This design comes from an exercise in tuning for small area on the open sky130 flow, not from production work. The RTL was checked by simulation tests, not by an equivalence proof against the original design. Power is estimated from default activity; no workload was simulated. No driver is modelled on the clock port, so clocking that relies on it looks cheaper here than on a real chip.

Design thread_mmu, start of the top module:
module thread_mmu #(
   parameter int NUM_TRD = 8,
   parameter int TRD_W   = 3,
   parameter int AW      = 32
) (
   input  logic             clk,
   input  logic             rst_n,
   input  logic [AW-1:0]    i_addr,
   input  logic [TRD_W-1:0] i_trd,
   input  logic             i_rd,
   input  logic [AW-1:0]    d_addr,
   input  logic [TRD_W-1:0] d_trd,
   input  logic             d_rd,
   input  logic             d_wr,
   output logic             i_segfault,
   output logic             d_segfault,
   input  logic             i_fill_req,
   input  logic             d_fill_req,
   input  logic             d_fill_wr,
   output logic             i_fill_done,
   output logic             d_fill_done,
   output logic             fill_err,
   input  logic             cfg_we,
   input  logic             cfg_side,
   input  logic [TRD_W-1:0] cfg_trd,
   input  logic [AW-1:0]    cfg_base,
   input  logic [AW-1:0]    cfg_limit,
   input  logic             ready,
   input  logic             tx_done,
   output logic [1:0]       mem_op,
   output logic [63:0]      cpu_addr
);
Size: ~3400 cells after synthesis, ~220 I/O pins, roughly 0.039 mm² of cells after synthesis.
Settings: LEC_CHECK=0, CAP_MARGIN=0, CORE_MARGIN=2, CORE_UTILIZATION=65, CTS_BUF_LIST=sky130_fd_sc_hd__clkbuf_16, CTS_CLUSTER_DIAMETER=80, CTS_CLUSTER_SIZE=25, PLACE_DENSITY=0.75, SLEW_MARGIN=0, SYNTH_HIERARCHICAL=1; clock period 7.0 ns.
run.sh (not shown) runs the stock make flow with config.mk's settings and CLKGATE_MAP_FILE= SYNTH_SCRIPT=/design/flow/synth_recipe.tcl, a recipe that flattens the netlist after the stock synthesis.
Edit:
==> flow/flow/run.sh (new file) <==
#!/bin/bash
# The standard layout (standard.sh, with the standard synthesis unchanged), with:
#  - port buffers as buf_1 cells (buffer_ports -buffer_cell),
#  - CTS with larger sink clusters and no dummy loads.
# The make output goes to standard_flow.log; each ORFS step keeps its own log under orfs/logs.
set -euo pipefail
bash standard.sh \
  BUFFER_PORTS_ARGS="-buffer_cell sky130_fd_sc_hd__buf_1" \
  CTS_ARGS="-sink_clustering_enable -repair_clock_nets -sink_clustering_size 30 -sink_clustering_max_diameter 100 -buf_list sky130_fd_sc_hd__clkbuf_16 -dont_use_dummy_load" \
  finish > standard_flow.log 2>&1
==> flow/standard.sh (new file) <==
#!/bin/bash
# synth_recipe.tcl (not shown) runs the flow's synth.tcl, then flattens the netlist and writes it again
# the make line also repeats each setting of config.mk as NAME=value (left out here)
make -C /OpenROAD-flow-scripts/flow DESIGN_CONFIG=/design/flow/config.mk WORK_HOME=/design/flow/orfs CLKGATE_MAP_FILE= SYNTH_SCRIPT=/design/flow/synth_recipe.tcl "${@:-finish}"
- CORE_UTILIZATION: 65 -> 40
- CTS_BUF_LIST: sky130_fd_sc_hd__clkbuf_16 -> not set
- CTS_CLUSTER_DIAMETER: 80 -> not set
- CTS_CLUSTER_SIZE: 25 -> not set
- PLACE_DENSITY: 0.75 -> 0.6
removed: flow/run.sh
After rerunning:
- The changed run finished with timing, DRC and antenna clean
- maximum frequency increases by about 1.7%
- synthesized area does not change
- final cell count climbs by about 9%
- die area rises by 61%
Edit:
==> flow/flow/run.sh (replaced) <==
#!/bin/bash
# The standard layout (standard.sh, with the standard synthesis unchanged), with:
#  - port buffers as buf_1 cells (buffer_ports -buffer_cell),
#  - CTS with larger sink clusters and no dummy loads,
#  - non-critical gates downsized after global routing (RECOVER_POWER).
# The make output goes to standard_flow.log; each ORFS step keeps its own log under orfs/logs.
set -euo pipefail
bash standard.sh \
  BUFFER_PORTS_ARGS="-buffer_cell sky130_fd_sc_hd__buf_1" \
  CTS_ARGS="-sink_clustering_enable -repair_clock_nets -sink_clustering_size 25 -sink_clustering_max_diameter 80 -buf_list sky130_fd_sc_hd__clkbuf_16 -dont_use_dummy_load" \
  RECOVER_POWER=100 \
  finish > standard_flow.log 2>&1
Outcome:
- This time the run finished but failed the layout checks on max-capacitance violations, max-slew violations
- synthesized area stays the same
- power went up by 1.9%
- non-clock buffer count does not change
- design area is about the same
- routed wire length went up by 0.30%
- core utilization stays flat
- clock skew went down by 51 ps
- sequential share of layout area went down by 0.11 points
- die area is unchanged
- global-route usage stays flat
- cell count is about the same

* * *

== run A ==
thread_mmu, a different RTL version from the one above (not shown whole).
Size in the first run: about 220 I/O pins, about 40,000 um^2 of cells after synthesis.
Settings: LEC_CHECK=0, CAP_MARGIN=0, CORE_MARGIN=2, CORE_UTILIZATION=70, PLACE_DENSITY=0.8, SLEW_MARGIN=0, SYNTH_HIERARCHICAL=1; clock period 7.0 ns.
standard.sh (not shown) runs the stock make flow with config.mk's settings and CLKGATE_MAP_FILE= SYNTH_SCRIPT=/design/flow/synth_recipe.tcl, a recipe that flattens the netlist after the stock synthesis.
==> flow/flow/run.sh <==
#!/bin/bash
# The standard layout (standard.sh, with the standard synthesis unchanged), with:
#  - port buffers as buf_1 cells (buffer_ports -buffer_cell),
#  - CTS with larger sink clusters and no dummy loads.
# The make output goes to standard_flow.log; each ORFS step keeps its own log under orfs/logs.
set -euo pipefail
bash standard.sh \
  BUFFER_PORTS_ARGS="-buffer_cell sky130_fd_sc_hd__buf_1" \
  CTS_ARGS="-sink_clustering_enable -repair_clock_nets -sink_clustering_size 25 -sink_clustering_max_diameter 80 -buf_list sky130_fd_sc_hd__clkbuf_16 -dont_use_dummy_load" \
  finish > standard_flow.log 2>&1
Run A reached the final stage; the timing, DRC and antenna checks on its layout passed.
Input-level comparison between run B and run A:
diff --git a/flow/config.mk b/flow/config.mk
--- a/flow/config.mk
+++ b/flow/config.mk
@@ -10,2 +10,2 @@
-export CORE_UTILIZATION = 70
-export PLACE_DENSITY = 0.8
+export CORE_UTILIZATION = 60
+export PLACE_DENSITY = 0.7
==> results.txt <==
Compared with run A, run B shows a final critical-path required period that is 0.095 ns lower.
Diff run A -> run B | met2 wirelength from detailed routing | increase of 3.5%
Cell area | run B vs run A | run B larger
On run B: placeable core region is about 17% higher than what run A gave.
Re total number of vias: run B is 1.4% down on run A.
~same sequential power in run B and run A
Run B gives more clock-buffer cell count than run A did.
Cmp run B vs run A: ratio of final minimum period to clock period lower in run B

* * *

RTL: one of the versions met above, not the one the previous note started from.
Size: roughly 3400 cells after synthesis, roughly 220 I/O pins, about 0.039 sq mm of cells after synthesis.
Settings: LEC_CHECK=0, CAP_MARGIN=0, CORE_MARGIN=2, CORE_UTILIZATION=40, CTS_BUF_LIST=sky130_fd_sc_hd__clkbuf_16, CTS_CLUSTER_DIAMETER=80, CTS_CLUSTER_SIZE=25, PLACE_DENSITY=0.6, SLEW_MARGIN=0, SYNTH_HIERARCHICAL=1; clock period 7.0 ns.
run.sh (not shown) runs the stock make flow with config.mk's settings and CLKGATE_MAP_FILE= SYNTH_SCRIPT=/design/flow/synth_recipe.tcl, a recipe that flattens the netlist after the stock synthesis.
Stock flow here: none of the scripts above is used.
Rerun with:
==> flow/flow/run.sh (new file) <==
#!/bin/bash
# The standard layout (standard.sh, with the standard synthesis unchanged), with:
#  - port buffers as buf_1 cells (buffer_ports -buffer_cell),
#  - CTS with larger sink clusters and no dummy loads.
# The make output goes to standard_flow.log; each ORFS step keeps its own log under orfs/logs.
set -euo pipefail
bash standard.sh \
  BUFFER_PORTS_ARGS="-buffer_cell sky130_fd_sc_hd__buf_1" \
  CTS_ARGS="-sink_clustering_enable -repair_clock_nets -sink_clustering_size 25 -sink_clustering_max_diameter 80 -buf_list sky130_fd_sc_hd__clkbuf_16 -dont_use_dummy_load" \
  finish > standard_flow.log 2>&1
==> flow/standard.sh (new file) <==
#!/bin/bash
# synth_recipe.tcl (not shown) runs the flow's synth.tcl, then flattens the netlist and writes it again
# the make line also repeats each setting of config.mk as NAME=value (left out here)
make -C /OpenROAD-flow-scripts/flow DESIGN_CONFIG=/design/flow/config.mk WORK_HOME=/design/flow/orfs CLKGATE_MAP_FILE= SYNTH_SCRIPT=/design/flow/synth_recipe.tcl "${@:-finish}"
Settings changed: CORE_UTILIZATION 40 to 60, CTS_BUF_LIST sky130_fd_sc_hd__clkbuf_16 to default, CTS_CLUSTER_DIAMETER 80 to default, CTS_CLUSTER_SIZE 25 to default, PLACE_DENSITY 0.6 to 0.7.
removed: flow/run.sh
Core utilization increases by 20 points.
Routed wire length decreases by 3.7%.
Setup slack gets worse by 0.011 ns.
Combinational power decreases by 6.1%.
Via count increases by 3.6%.
Non-clock buffer count decreases by 56.
Final area decreases by 6.0%.
Total power decreases by 4.5%.
Die area decreases by 33%.
Final cell count decreases by 10%.
Worst hold slack gets better by 0.0065 ns.
Rerun with:
==> flow/run.sh (new file) <==
#!/bin/bash
# synth_recipe.tcl (not shown) runs the flow's synth.tcl, then flattens the netlist and writes it again
# the make line also repeats each setting of config.mk as NAME=value (left out here)
make -C /OpenROAD-flow-scripts/flow DESIGN_CONFIG=/design/flow/config.mk WORK_HOME=/design/flow/orfs CLKGATE_MAP_FILE= SYNTH_SCRIPT=/design/flow/synth_recipe.tcl finish
Settings changed: CORE_UTILIZATION 60 to 40, CTS_BUF_LIST from default to sky130_fd_sc_hd__clkbuf_8 sky130_fd_sc_hd__clkbuf_16, CTS_CLUSTER_DIAMETER from default to 120, CTS_CLUSTER_SIZE from default to 30, PLACE_DENSITY 0.7 to 0.6.
removed: flow/flow/run.sh
removed: flow/standard.sh
The new run completed with no timing, DRC or antenna violations; count of clock-buffer cells in the layout is lower by 8; setup slack stays flat; core utilization shrinks by 21 points; cell count climbs by roughly a tenth; worst hold slack stays flat; register-to-register slack gets better by 0.10 ns; power is about the same; global-route usage falls by 13 points; wire length grows by a few percent; first-iteration DRC count is lower by roughly a tenth.
Rerun with:
==> flow/flow/run.sh (new file) <==
#!/bin/bash
# The standard layout (standard.sh, with the standard synthesis unchanged), with:
#  - port buffers as buf_1 cells (buffer_ports -buffer_cell),
#  - CTS with larger sink clusters and no dummy loads.
# The make output goes to standard_flow.log; each ORFS step keeps its own log under orfs/logs.
set -euo pipefail
bash standard.sh \
  BUFFER_PORTS_ARGS="-buffer_cell sky130_fd_sc_hd__buf_1" \
  CTS_ARGS="-sink_clustering_enable -repair_clock_nets -sink_clustering_size 25 -sink_clustering_max_diameter 80 -buf_list sky130_fd_sc_hd__clkbuf_16 -dont_use_dummy_load" \
  finish > standard_flow.log 2>&1
==> flow/standard.sh (new file) <==
#!/bin/bash
# synth_recipe.tcl (not shown) runs the flow's synth.tcl, then flattens the netlist and writes it again
# the make line also repeats each setting of config.mk as NAME=value (left out here)
make -C /OpenROAD-flow-scripts/flow DESIGN_CONFIG=/design/flow/config.mk WORK_HOME=/design/flow/orfs CLKGATE_MAP_FILE= SYNTH_SCRIPT=/design/flow/synth_recipe.tcl "${@:-finish}"
Settings changed: CTS_BUF_LIST sky130_fd_sc_hd__clkbuf_8 sky130_fd_sc_hd__clkbuf_16 to default, CTS_CLUSTER_DIAMETER 120 to default, CTS_CLUSTER_SIZE 30 to default.
removed: flow/run.sh
What happened:
- The new run completed without violations
- core utilization came out lower by 1.5 points
- cell count decreases slightly
- worst setup slack gets better by 0.0080 ns
- clock skew grows by 0.016 ns
- sequential power stays flat

* * *

tundra:
Another version of the RTL of thread_mmu (not shown whole).
Size: about 3400 cells after synthesis, about 220 I/O pins, ~0.039 mm2 of cells after synthesis.
==> flow/config.mk <==
export PLATFORM = sky130hd
export DESIGN_NAME = thread_mmu
export DESIGN_NICKNAME = thread_mmu
export VERILOG_FILES = /design/flow/design.v
export SDC_FILE = /design/flow/constraint.sdc
export NUM_CORES = 4
export LEC_CHECK = 0
export CAP_MARGIN = 0
export CORE_MARGIN = 2
export CORE_UTILIZATION = 60
export PLACE_DENSITY = 0.7
export SLEW_MARGIN = 0
export SYNTH_HIERARCHICAL = 1
==> flow/constraint.sdc <==
create_clock -name core_clock -period 7.0 [get_ports {clk}]
set_input_delay 1.4000 -clock core_clock [delete_from_list [all_inputs] [get_ports {clk}]]
set_output_delay 1.4000 -clock core_clock [all_outputs]
set_load 0.01 [all_outputs]
standard.sh (not shown) runs the stock make flow with config.mk's settings and CLKGATE_MAP_FILE= SYNTH_SCRIPT=/design/flow/synth_recipe.tcl, a recipe that flattens the netlist after the stock synthesis.
==> flow/flow/run.sh <==
#!/bin/bash
# The standard layout (standard.sh, with the standard synthesis unchanged), with:
#  - port buffers as buf_1 cells (buffer_ports -buffer_cell),
#  - CTS with larger sink clusters and no dummy loads.
# The make output goes to standard_flow.log; each ORFS step keeps its own log under orfs/logs.
set -euo pipefail
bash standard.sh \
  BUFFER_PORTS_ARGS="-buffer_cell sky130_fd_sc_hd__buf_1" \
  CTS_ARGS="-sink_clustering_enable -repair_clock_nets -sink_clustering_size 30 -sink_clustering_max_diameter 100 -buf_list sky130_fd_sc_hd__clkbuf_16 -dont_use_dummy_load" \
  finish > standard_flow.log 2>&1
tundra reached the final stage; the timing, DRC and antenna checks on its layout passed.
Input-level comparison between pepper and tundra:
# tundra
export LEC_CHECK = 0
export CAP_MARGIN = 0
export CORE_MARGIN = 2
export CORE_UTILIZATION = 60
export PLACE_DENSITY = 0.7
export SLEW_MARGIN = 0
export SYNTH_HIERARCHICAL = 1
create_clock -name core_clock -period 7.0 [get_ports {clk}]
# pepper
export LEC_CHECK = 0
export CAP_MARGIN = 0
export CORE_MARGIN = 2
export CORE_UTILIZATION = 40
export PLACE_DENSITY = 0.6
export SLEW_MARGIN = 0
export SYNTH_HIERARCHICAL = 1
create_clock -name core_clock -period 7.0 [get_ports {clk}]
--- a/flow/flow/run.sh
+++ b/flow/flow/run.sh
@@ -7,4 +7,4 @@
 bash standard.sh \
   BUFFER_PORTS_ARGS="-buffer_cell sky130_fd_sc_hd__buf_1" \
-  CTS_ARGS="-sink_clustering_enable -repair_clock_nets -sink_clustering_size 30 -sink_clustering_max_diameter 100 -buf_list sky130_fd_sc_hd__clkbuf_16 -dont_use_dummy_load" \
+  CTS_ARGS="-sink_clustering_enable -repair_clock_nets -sink_clustering_size 25 -sink_clustering_max_diameter 80 -buf_list sky130_fd_sc_hd__clkbuf_16 -dont_use_dummy_load" \
   finish > standard_flow.log 2>&1
==> results.txt <==
Of tundra and pepper, the higher non-clock buffer area fraction after layout belongs to pepper.
Changes observed in pepper relative to tundra: placed instance area shows an increase of 720 um2, die area picked up an extra 0.033 mm2.

* * *

thread_mmu, a different RTL version from the one above (not shown whole).
Size in the first run: roughly 3,500 cells after synthesis, about 220 I/O pins, about 0.039 sq mm of cells after synthesis.
Settings: LEC_CHECK=0, CAP_MARGIN=0, CORE_MARGIN=2, CORE_UTILIZATION=60, PLACE_DENSITY=0.7, SLEW_MARGIN=0, SYNTH_HIERARCHICAL=1; clock period 7.0 ns.
==> flow/flow/run.sh <==
#!/bin/bash
# The standard layout (standard.sh, with the standard synthesis unchanged), with:
#  - combinational cells set to their smallest drive strength before floorplan
#    (flow/downsize.tcl as PRE_FLOORPLAN_TCL); the flow's repair steps upsize where needed,
#  - port buffers as buf_1 cells (buffer_ports -buffer_cell),
#  - CTS with larger sink clusters and no dummy loads.
# The make output goes to standard_flow.log; each ORFS step keeps its own log under orfs/logs.
set -euo pipefail
here="$(cd "$(dirname "${BASH_SOURCE[0]}")" && pwd)"
export PRE_FLOORPLAN_TCL="$here/downsize.tcl"
bash standard.sh \
  PRE_FLOORPLAN_TCL="$here/downsize.tcl" \
  BUFFER_PORTS_ARGS="-buffer_cell sky130_fd_sc_hd__buf_1" \
  CTS_ARGS="-sink_clustering_enable -repair_clock_nets -sink_clustering_size 25 -sink_clustering_max_diameter 80 -buf_list sky130_fd_sc_hd__clkbuf_16 -dont_use_dummy_load" \
  finish > standard_flow.log 2>&1
==> flow/flow/downsize.tcl <==
# Run before floorplan (PRE_FLOORPLAN_TCL): give every combinational cell from synthesis the
# smallest drive strength of its own cell type (same function and pins). The flow's timing and
# design repair then upsize or buffer where the layout needs it. Flip-flops, buffers, clock,
# delay and tie cells are left as they are.
set db [ord::get_db]
set block [ord::get_db_block]
array set small {}
array set small_area {}
foreach lib [$db getLibs] {
  foreach m [$lib getMasters] {
    set n [$m getName]
    if {![regexp {^(sky130_fd_sc_hd__[a-z0-9]+)_([0-9]+)$} $n -> base sz]} { continue }
    set a [expr {[$m getWidth] * [$m getHeight]}]
    if {![info exists small_area($base)] || $a < $small_area($base)} {
      set small_area($base) $a
      set small($base) $m
    }
  }
}
set skip {^sky130_fd_sc_hd__(df|edf|sdf|dl|sdl|clk|buf|conb|tap|fill|decap|diode|probe|lpflow|bufinv|bufbuf|einv|ebuf|macro|ha|fa)}
set n_swapped 0
foreach inst [$block getInsts] {
  set m [$inst getMaster]
  set n [$m getName]
  if {[regexp $skip $n]} { continue }
  if {![regexp {^(sky130_fd_sc_hd__[a-z0-9]+)_([0-9]+)$} $n -> base sz]} { continue }
  if {![info exists small($base)]} { continue }
  set sm $small($base)
  if {$sm eq $m} { continue }
  if {[expr {[$m getWidth] * [$m getHeight]}] <= $small_area($base)} { continue }
  if {[$inst swapMaster $sm]} { incr n_swapped }
}
puts "downsize: $n_swapped instances set to their smallest drive strength"
The starting point finished with timing, DRC and antenna clean.
Edit:
--- a/flow/flow/run.sh
+++ b/flow/flow/run.sh
@@ -13,3 +13,3 @@
   BUFFER_PORTS_ARGS="-buffer_cell sky130_fd_sc_hd__buf_1" \
-  CTS_ARGS="-sink_clustering_enable -repair_clock_nets -sink_clustering_size 25 -sink_clustering_max_diameter 80 -buf_list sky130_fd_sc_hd__clkbuf_16 -dont_use_dummy_load" \
+  CTS_ARGS="-sink_clustering_enable -repair_clock_nets -sink_clustering_size 28 -sink_clustering_max_diameter 90 -buf_list sky130_fd_sc_hd__clkbuf_16 -dont_use_dummy_load" \
   finish > standard_flow.log 2>&1
Effect: Count of clock-buffer cells in the layout drops by 5; total power drops by 0.99%; die area stays the same; worst hold slack is better by 4.5 ps; cell count barely changes; cell area drops by 0.32%; routed wire length hardly moves; register-to-register slack is worse by 70 ps.
Edit:
--- a/flow/flow/run.sh
+++ b/flow/flow/run.sh
@@ -13,3 +13,3 @@
   BUFFER_PORTS_ARGS="-buffer_cell sky130_fd_sc_hd__buf_1" \
-  CTS_ARGS="-sink_clustering_enable -repair_clock_nets -sink_clustering_size 28 -sink_clustering_max_diameter 90 -buf_list sky130_fd_sc_hd__clkbuf_16 -dont_use_dummy_load" \
+  CTS_ARGS="-sink_clustering_enable -repair_clock_nets -sink_clustering_size 30 -sink_clustering_max_diameter 100 -buf_list sky130_fd_sc_hd__clkbuf_16 -dont_use_dummy_load" \
   finish > standard_flow.log 2>&1
CORE_UTILIZATION = 65   (was 60)
PLACE_DENSITY = 0.75   (was 0.7)
SETUP_SLACK_MARGIN = 0.05   (was not set)
Result:
- The new run produced a clean layout
- synthesized cell count stays the same
- fmax is lower by 0.83%
- cell count is lower by 1.6%
- via count is higher by 1.4%
- global-route usage is higher by 2.3 points
- non-clock buffer count is higher by 4
- clock-buffer cell count is lower by 3
- core utilization is higher by 5.7 points
- setup slack gets worse by 57 ps
- worst hold slack is about the same
- die area is lower by 7.6%
Edit:
--- a/flow/flow/run.sh
+++ b/flow/flow/run.sh
@@ -13,3 +13,3 @@
   BUFFER_PORTS_ARGS="-buffer_cell sky130_fd_sc_hd__buf_1" \
-  CTS_ARGS="-sink_clustering_enable -repair_clock_nets -sink_clustering_size 30 -sink_clustering_max_diameter 100 -buf_list sky130_fd_sc_hd__clkbuf_16 -dont_use_dummy_load" \
+  CTS_ARGS="-sink_clustering_enable -repair_clock_nets -sink_clustering_size 30 -sink_clustering_max_diameter 100 -buf_list {sky130_fd_sc_hd__clkbuf_8 sky130_fd_sc_hd__clkbuf_16} -dont_use_dummy_load" \
   finish > standard_flow.log 2>&1
CORE_UTILIZATION = 60   (was 65)
PLACE_DENSITY = 0.7   (was 0.75)
Result: Clock power stays flat; sequential power is about the same; flip-flop and latch count is unchanged; via count shrinks slightly; setup slack gains 88 ps; global-route usage shrinks by 2.3 points; cell count grows slightly; first-iteration DRC count grows slightly; clock-buffer cell count is unchanged; cell area is about the same.
Edit:
--- a/flow/flow/run.sh
+++ b/flow/flow/run.sh
@@ -13,3 +13,3 @@
   BUFFER_PORTS_ARGS="-buffer_cell sky130_fd_sc_hd__buf_1" \
-  CTS_ARGS="-sink_clustering_enable -repair_clock_nets -sink_clustering_size 30 -sink_clustering_max_diameter 100 -buf_list {sky130_fd_sc_hd__clkbuf_8 sky130_fd_sc_hd__clkbuf_16} -dont_use_dummy_load" \
+  CTS_ARGS="-sink_clustering_enable -repair_clock_nets -sink_clustering_size 30 -sink_clustering_max_diameter 100 -buf_list sky130_fd_sc_hd__clkbuf_16 -dont_use_dummy_load" \
   finish > standard_flow.log 2>&1
SETUP_SLACK_MARGIN = not set   (was 0.05)
What happened:
- The new run finished with timing, DRC and antenna clean
- synthesized area stays the same
- first-iteration DRC count barely changes
- register-to-register slack got worse by 30 ps
- final cell count barely changes
- worst setup slack loses 100 ps
- final area stays flat
- combinational power hardly moves
- routed wire length barely changes
Edit:
SETUP_SLACK_MARGIN = 0.05   (was not set)
Cell area is about the same.
Via count drops by about 0.56%.
Power barely changes.
Hold slack is about the same.
Routed wire length stays flat.

[what the ideal ports hide]
No port has a modelled driver above. Below, the same layouts with a new extraction and two added sets of constraints. Step 1 sets driving cells, clkbuf_16 on the clock port and buf_2 on the other inputs (assumed; they add their load-dependent delay and slew). Step 2, shift: input delay + t, output delay - t, t = (earliest + latest rising clock arrival at the registers) / 2. This alone moves slack from input paths to output paths. a / b / c = no drivers / after step 1 / after step 2; a / b = the first two.
| run | t, ns | slack for setup (ns) | worst hold slack (ns) | worst register clock-pin slew, ns |
|---|---|---|---|---|
| the first run of note 1 | 0.702 | 0.099 / 0.077 / -0.028 | 0.471 / 0.471 / 0.471 | 0.11 / 0.11 |
| the second run of note 1 | 0.695 | 0.212 / 0.187 / 0.187 | 0.472 / 0.472 / 0.472 | 0.12 / 0.12 |
| the third run of note 1 | 0.718 | 0.207 / 0.184 / -0.463 | 0.471 / 0.471 / 0.471 | 0.11 / 0.11 |
| run A | 0.681 | 0.140 / 0.112 / 0.112 | 0.478 / 0.478 / 0.478 | 0.10 / 0.10 |
| run B | 0.697 | 0.236 / 0.206 / 0.206 | 0.474 / 0.474 / 0.474 | 0.10 / 0.10 |
| the first run of note 3 | 0.716 | 0.191 / 0.081 / 0.081 | 0.477 / 0.477 / 0.477 | 0.11 / 0.11 |
| the second run of note 3 | 0.699 | 0.180 / 0.148 / 0.148 | 0.484 / 0.484 / 0.484 | 0.10 / 0.10 |
| the third run of note 3 | 0.696 | 0.179 / 0.103 / 0.103 | 0.483 / 0.483 / 0.483 | 0.12 / 0.12 |
| the fourth run of note 3 | 0.716 | 0.187 / 0.162 / 0.162 | 0.473 / 0.473 / 0.473 | 0.11 / 0.11 |
| tundra | 0.696 | 0.108 / 0.087 / 0.087 | 0.495 / 0.495 / 0.495 | 0.12 / 0.12 |
| pepper | 0.721 | 0.123 / 0.034 / 0.034 | 0.471 / 0.471 / 0.471 | 0.10 / 0.10 |
| the first run of note 5 | 0.706 | 0.196 / 0.169 / 0.169 | 0.485 / 0.485 / 0.485 | 0.11 / 0.11 |
| the second run of note 5 | 0.682 | 0.194 / 0.167 / 0.167 | 0.490 / 0.490 / 0.490 | 0.11 / 0.11 |
| the third run of note 5 | 0.679 | 0.137 / 0.112 / 0.112 | 0.490 / 0.490 / 0.490 | 0.12 / 0.12 |
| the fourth run of note 5 | 0.671 | 0.225 / 0.198 / 0.198 | 0.494 / 0.494 / 0.494 | 0.12 / 0.12 |
| the fifth run of note 5 | 0.673 | 0.124 / 0.098 / 0.098 | 0.492 / 0.492 / 0.492 | 0.12 / 0.12 |
| the sixth run of note 5 | 0.671 | 0.225 / 0.198 / 0.198 | 0.494 / 0.494 / 0.494 | 0.12 / 0.12 |
The setup slack of the third run of note 1, which loses most, moves by -0.023 ns with the drivers and by -0.670 ns with both steps.
